From an optimization exercise on the open Yosys and OpenROAD flow, aimed at small area, a short achievable clock period and few clock cycles per item; shortcuts taken in it are not production practice.
Only simulation tests tie the RTL to the original design; equivalence was not proved.
Power is estimated from default activity; no workload was simulated.

the previous run:
==> flow/design.v <==
`default_nettype none
package fixflo_pkg;
  localparam int DATA_W = 16;
  localparam int FRAC_W = 8;    
  localparam int MAN_W    = 10;
  localparam int EXP_W    = 5;
  localparam int EXP_BIAS = 15;
  localparam int EXP_MAX  = 31;
  localparam logic [DATA_W-1:0] QNAN = 16'h7E00;
  localparam int ADR_W = 3;
  localparam logic [ADR_W-1:0] REG_A      = 3'd0;
  localparam logic [ADR_W-1:0] REG_B      = 3'd1;
  localparam logic [ADR_W-1:0] REG_CTRL   = 3'd2;  
  localparam logic [ADR_W-1:0] REG_RESULT = 3'd3;
  localparam logic [ADR_W-1:0] REG_STATUS = 3'd4;
  localparam int STAT_FLAGS_LSB = 0;
  localparam int STAT_DONE      = 8;
  typedef enum logic [1:0] {
    OP_FIX_ADD = 2'd0,
    OP_FIX_MUL = 2'd1,
    OP_FLT_MUL = 2'd2
  } op_e;   
  typedef struct packed {
    logic overflow;
    logic zero;
    logic nan;
    logic prec_lost;
  } flags_t;
endpackage
`default_nettype wire
`timescale 1ns/1ps
`default_nettype none
module fixflo_top (
  input  logic                          clk,
  input  logic                          reset,
  input  logic                          wb_cyc,
  input  logic                          wb_stb,
  input  logic                          wb_we,
  input  logic [fixflo_pkg::ADR_W-1:0]  wb_adr,
  input  logic [fixflo_pkg::DATA_W-1:0] wb_dat_i,
  output logic [fixflo_pkg::DATA_W-1:0] wb_dat_o,
  output logic                          wb_ack
);
  localparam logic [1:0] OP_ADD = 2'd0;
  localparam logic [1:0] OP_MUL = 2'd1;
  localparam logic [1:0] OP_FLT = 2'd2;
  logic [15:0] reg_a, reg_b;
  logic [15:0] res;         
  logic [3:0]  flags;       
  logic        done;
  logic        busy;        
  logic        fin;         
  logic [1:0]  op;
  logic [2:0]  cnt;         
  logic [15:0] acc;
  logic        sticky;
  logic        c_flt, c_add, c_keep;
  logic [1:0]  d;
  logic req, acc_en, wr, rd_result, ctrl_wr;
  logic [1:0] opc;
  assign req       = wb_cyc & wb_stb;
  assign acc_en    = req & ~wb_ack;
  assign wr        = acc_en & wb_we;
  assign rd_result = acc_en & ~wb_we & (wb_adr == fixflo_pkg::REG_RESULT);
  assign opc       = wb_dat_i[1:0];
  assign ctrl_wr   = wr & (wb_adr == fixflo_pkg::REG_CTRL);
  logic [15:0] x;
  logic [15:0] acc_in;
  logic [17:0] sum;
  assign x      = c_flt ? {6'b000001, reg_a[9:0]} : reg_a;
  assign acc_in = (acc & {16{c_keep}}) | (reg_b & {16{c_add}});
  assign sum    = {2'b00, acc_in} + ({2'b00, x} & {18{d[0]}}) + ({1'b0, x, 1'b0} & {18{d[1]}});
  logic last;
  always_comb
    case (op)
      OP_MUL:  last = (cnt == 3'd7);
      OP_FLT:  last = (cnt == 3'd4);
      default: last = 1'b1;
    endcase
  logic       busy_nx, fin_nx;
  logic [1:0] op_nx;
  logic [2:0] cnt_nx;
  always_comb
  begin
    busy_nx = busy;
    fin_nx  = fin;
    op_nx   = op;
    cnt_nx  = cnt;
    if (reset)
    begin
      busy_nx = 1'b0;
      fin_nx  = 1'b0;
      cnt_nx  = 3'd0;
    end
    else if (ctrl_wr)
    begin
      busy_nx = (opc != 2'd3);
      fin_nx  = 1'b0;
      op_nx   = opc;
      cnt_nx  = (opc == OP_MUL) ? 3'd1 : 3'd0;
    end
    else if (fin)
    begin
      busy_nx = 1'b0;
      fin_nx  = 1'b0;
      cnt_nx  = 3'd0;
    end
    else if (busy)
    begin
      cnt_nx = cnt + 3'd1;
      fin_nx = last;
    end
  end
  logic        sr;
  logic [4:0]  ea, eb;
  logic [9:0]  fa, fb;
  logic        a_zero, b_zero, a_inf, b_inf, a_nan, b_nan;
  logic [5:0]  e_sum;
  logic [5:0]  e_unb;
  logic        c_nan, c_inf, c_zero;
  logic [11:0] pre;           
  assign sr     = reg_a[15] ^ reg_b[15];
  assign ea     = reg_a[14:10];
  assign eb     = reg_b[14:10];
  assign fa     = reg_a[9:0];
  assign fb     = reg_b[9:0];
  assign a_zero = (ea == 5'd0);
  assign b_zero = (eb == 5'd0);
  assign a_inf  = (ea == 5'd31) & (fa == 10'd0);
  assign b_inf  = (eb == 5'd31) & (fb == 10'd0);
  assign a_nan  = (ea == 5'd31) & (fa != 10'd0);
  assign b_nan  = (eb == 5'd31) & (fb != 10'd0);
  assign c_nan  = a_nan | b_nan | (a_inf & b_zero) | (b_inf & a_zero);
  assign c_inf  = a_inf | b_inf;
  assign c_zero = a_zero | b_zero;
  assign e_sum  = {1'b0, ea} + {1'b0, eb};
  assign e_unb  = e_sum - 6'd15;
  logic ovf0, ovf1, uf0, uf1;
  assign ovf0 = (e_sum >= 6'd46);
  assign ovf1 = (e_sum >= 6'd45);
  assign uf0  = (e_sum <  6'd16);
  assign uf1  = (e_sum <  6'd15);
  assign pre = {c_nan,
                ~c_nan & (c_inf | (~c_zero & ovf0)),
                ~c_nan & (c_inf | (~c_zero & ovf1)),
                ~c_nan & ~c_inf & (c_zero | uf0),
                ~c_nan & ~c_inf & (c_zero | uf1),
                ~c_zero & uf0,
                ~c_zero & uf1,
                e_unb[4:0]};
  logic [11:0] s_top;         
  logic        n;
  logic [9:0]  mant;
  logic [4:0]  f_exp;
  logic        f_nan, f_inf, f_zero, f_uf;
  logic [15:0] f_res;
  logic [3:0]  f_flags;
  assign s_top  = acc[11:0] + {1'b1, fa};    
  assign n      = s_top[11];
  assign mant   = n ? s_top[10:1] : s_top[9:0];
  assign f_exp  = n ? res[4:0] + 5'd1 : res[4:0];
  assign f_nan  = res[11];
  assign f_inf  = n ? res[9] : res[10];
  assign f_zero = n ? res[7] : res[8];
  assign f_uf   = n ? res[5] : res[6];
  always_comb
  begin
    if (f_nan)
      f_res = fixflo_pkg::QNAN;
    else if (f_inf)
      f_res = {sr, 5'h1F, 10'h0};
    else if (f_zero)
      f_res = {sr, 15'h0};
    else
      f_res = {sr, f_exp, mant};
  end
  assign f_flags = {f_inf, f_zero, f_nan,
                    f_uf | (~f_nan & ~f_inf & ~f_zero & (sticky | (n & s_top[0])))};
  logic [15:0] res_nx;
  logic [3:0]  flags_nx;      
  always_comb
  begin
    case (op)
      OP_MUL:
      begin
        res_nx   = {acc[7:0], res[7:0]};
        flags_nx = {(|acc[15:8]), (res_nx == 16'h0), 1'b0, sticky};
      end
      OP_FLT:
      begin
        res_nx   = f_res;
        flags_nx = f_flags;
      end
      default:
      begin
        res_nx   = {acc[13:0], res[7:6]};
        flags_nx = {acc[14], (res_nx == 16'h0), 2'b00};
      end
    endcase
  end
  always_ff @(posedge clk)
  begin
    acc    <= sum[17:2];
    busy   <= busy_nx;
    fin    <= fin_nx;
    op     <= op_nx;
    cnt    <= cnt_nx;
    c_flt  <= busy_nx & ~fin_nx & (op_nx == OP_FLT);
    c_add  <= busy_nx & ~fin_nx & (op_nx == OP_ADD);
    c_keep <= busy_nx & ~fin_nx & (cnt_nx != 3'd0);
    d      <= (busy_nx & (op_nx == OP_ADD)) ? 2'b01 : reg_b[2*cnt_nx +: 2];
    if (reset)
    begin
      wb_ack <= 1'b0;
      reg_a  <= '0;
      reg_b  <= '0;
      res    <= '0;
      flags  <= '0;
      done   <= 1'b0;
    end
    else
    begin
      wb_ack <= acc_en;
      if (wr && wb_adr == fixflo_pkg::REG_A) reg_a <= wb_dat_i;
      if (wr && wb_adr == fixflo_pkg::REG_B) reg_b <= wb_dat_i;
      if (rd_result) done <= 1'b0;
      if (fin)
      begin
        res   <= res_nx;
        flags <= flags_nx;
        done  <= 1'b1;
      end
      else if (busy)
      begin
        if ((op == OP_MUL && cnt[2]) || op == OP_ADD)
          res[7:0] <= {sum[1:0], res[7:2]};
        if (op == OP_FLT)
          res[11:0] <= pre;
      end
    end
    if (!busy || (!fin && (op == OP_FLT || !cnt[2])))
      sticky <= (c_keep & sticky) | (|sum[1:0]);
  end
  logic sel_a, sel_b, sel_res, sel_stat;
  always_ff @(posedge clk)
  begin
    sel_a    <= (wb_adr == fixflo_pkg::REG_A);
    sel_b    <= (wb_adr == fixflo_pkg::REG_B);
    sel_res  <= (wb_adr == fixflo_pkg::REG_RESULT);
    sel_stat <= (wb_adr == fixflo_pkg::REG_STATUS);
  end
  assign wb_dat_o = (reg_a & {16{sel_a}}) | (reg_b & {16{sel_b}}) | (res & {16{sel_res}}) |
                    ({7'd0, done, 4'd0, flags} & {16{sel_stat}});
endmodule
`default_nettype wire
==> flow/config.mk <==
export PLATFORM = sky130hd
export DESIGN_NAME = fixflo_top
export DESIGN_NICKNAME = fixflo_top
export VERILOG_FILES = /design/flow/design.v
export SDC_FILE = /design/flow/constraint.sdc
export NUM_CORES = 4
export LEC_CHECK = 0
export CAP_MARGIN = 20
export CORE_MARGIN = 2
export CORE_UTILIZATION = 40
export SETUP_SLACK_MARGIN = 4.5
export SLEW_MARGIN = 20
==> flow/constraint.sdc <==
create_clock -name core_clock -period 7.7 [get_ports {clk}]
set_input_delay 1.5400 -clock core_clock [delete_from_list [all_inputs] [get_ports {clk}]]
set_output_delay 1.5400 -clock core_clock [all_outputs]
set_load 0.01 [all_outputs]
run.sh (not shown) runs the stock make flow with config.mk's settings and CLKGATE_MAP_FILE= SYNTH_SCRIPT=/design/flow/synth_recipe.tcl, a recipe that flattens the netlist after the stock synthesis.
The previous run: no failed stages, no open violations at the end
Testbench counts of the previous run, summed over its fixed seeds: cycles 32,316, ops 2,400.
Setup changes, the previous run to the current run
--- a/flow/design.v
+++ b/flow/design.v
@@ -54,18 +54,18 @@
   logic [2:0]  cnt;         
   logic [15:0] acc;
   logic        sticky;
   logic        c_flt, c_add, c_keep;
   logic [1:0]  d;
-  logic req, acc_en, wr, rd_result, ctrl_wr;
+  logic req, acc_en, wr, rd_result, launch;
   logic [1:0] opc;
   assign req       = wb_cyc & wb_stb;
   assign acc_en    = req & ~wb_ack;
   assign wr        = acc_en & wb_we;
   assign rd_result = acc_en & ~wb_we & (wb_adr == fixflo_pkg::REG_RESULT);
   assign opc       = wb_dat_i[1:0];
-  assign ctrl_wr   = wr & (wb_adr == fixflo_pkg::REG_CTRL);
+  assign launch    = wr & (wb_adr == fixflo_pkg::REG_CTRL) & (opc != 2'd3) & ~busy;
   logic [15:0] x;
   logic [15:0] acc_in;
   logic [17:0] sum;
   assign x      = c_flt ? {6'b000001, reg_a[9:0]} : reg_a;
   assign acc_in = (acc & {16{c_keep}}) | (reg_b & {16{c_add}});
@@ -90,14 +90,13 @@
     begin
       busy_nx = 1'b0;
       fin_nx  = 1'b0;
       cnt_nx  = 3'd0;
     end
-    else if (ctrl_wr)
-    begin
-      busy_nx = (opc != 2'd3);
-      fin_nx  = 1'b0;
+    else if (launch)
+    begin
+      busy_nx = 1'b1;
       op_nx   = opc;
       cnt_nx  = (opc == OP_MUL) ? 3'd1 : 3'd0;
     end
     else if (fin)
     begin
@@ -239,17 +238,24 @@
       end
     end
     if (!busy || (!fin && (op == OP_FLT || !cnt[2])))
       sticky <= (c_keep & sticky) | (|sum[1:0]);
   end
-  logic sel_a, sel_b, sel_res, sel_stat;
+  logic [15:0] status;
+  always_comb
+  begin
+    status      = '0;
+    status[8]   = done | fin;
+    status[3:0] = fin ? flags_nx : flags;
+  end
   always_ff @(posedge clk)
   begin
-    sel_a    <= (wb_adr == fixflo_pkg::REG_A);
-    sel_b    <= (wb_adr == fixflo_pkg::REG_B);
-    sel_res  <= (wb_adr == fixflo_pkg::REG_RESULT);
-    sel_stat <= (wb_adr == fixflo_pkg::REG_STATUS);
-  end
-  assign wb_dat_o = (reg_a & {16{sel_a}}) | (reg_b & {16{sel_b}}) | (res & {16{sel_res}}) |
-                    ({7'd0, done, 4'd0, flags} & {16{sel_stat}});
+    case (wb_adr)
+      fixflo_pkg::REG_A:      wb_dat_o <= reg_a;
+      fixflo_pkg::REG_B:      wb_dat_o <= reg_b;
+      fixflo_pkg::REG_RESULT: wb_dat_o <= res;
+      fixflo_pkg::REG_STATUS: wb_dat_o <= status;
+      default:                wb_dat_o <= '0;
+    endcase
+  end
 endmodule
 `default_nettype wire
[summary]
For the previous run, the most frequent standard cell in the layout excluding fill and tap cells was sky130_fd_sc_hd__nor2_1, unlike the current run, where it was sky130_fd_sc_hd__nand2_1. Relative to the previous run, part of the total power dissipated in combinational logic increased by 2.7 points in the current run. Looking at total detailed-routing wirelength across the previous run and the current run, the one that comes out lower is the previous run. Against the previous run, count of inverters not on the clock network in the layout in the current run fell by more than 10%. Going from the previous run to the current run, proportion of synthesized chip area in sequential cells rose by 2.2 points; wire length of the first global-routing pass now larger; internal power consumption went up 0.000050 W; multi-input combinational area share went down by 2.3 points; fraction of the mapped netlist area in compound gates decreased 1.3 points. Clock-buffer cell count (the current run over the previous run): decrease, 1.
Testbench counts of the current run, summed over its fixed seeds: cycles 32,316, ops 2,400.

-- re-timing with driven ports --
Ports are ideal in the flow. The routed layouts listed here were re-timed in OpenROAD.
Step 1 sets driving cells, clkbuf_16 on the clock port and buf_2 on the other inputs (assumed; they add their load-dependent delay and slew).
Step 2 moves the port delays by t, midway between the first and last clock arrival at a register: inputs arrive t later, outputs are due t later. That takes back most of the time a late clock gives input paths.
a / b / c = no drivers / after step 1 / after step 2; a / b = the first two.
| run | t, ns | slack for setup (ns) | clock arrival spread, ns | worst data-port slew with drivers (ns) | cell pins on the clock port's net |
|---|---|---|---|---|---|
| the previous run | 0.390 | 4.473 / 4.432 / 4.232 | 0.009 / 0.010 | 0.05 | 1 |
| the current run | 0.405 | 4.492 / 4.492 / 4.097 | 0.012 / 0.012 | 0.06 | 1 |
After both steps setup and hold are still met in every run listed. The setup slack of the current run, which loses most, moves by 0.000 ns with the drivers and by -0.395 ns with both steps.
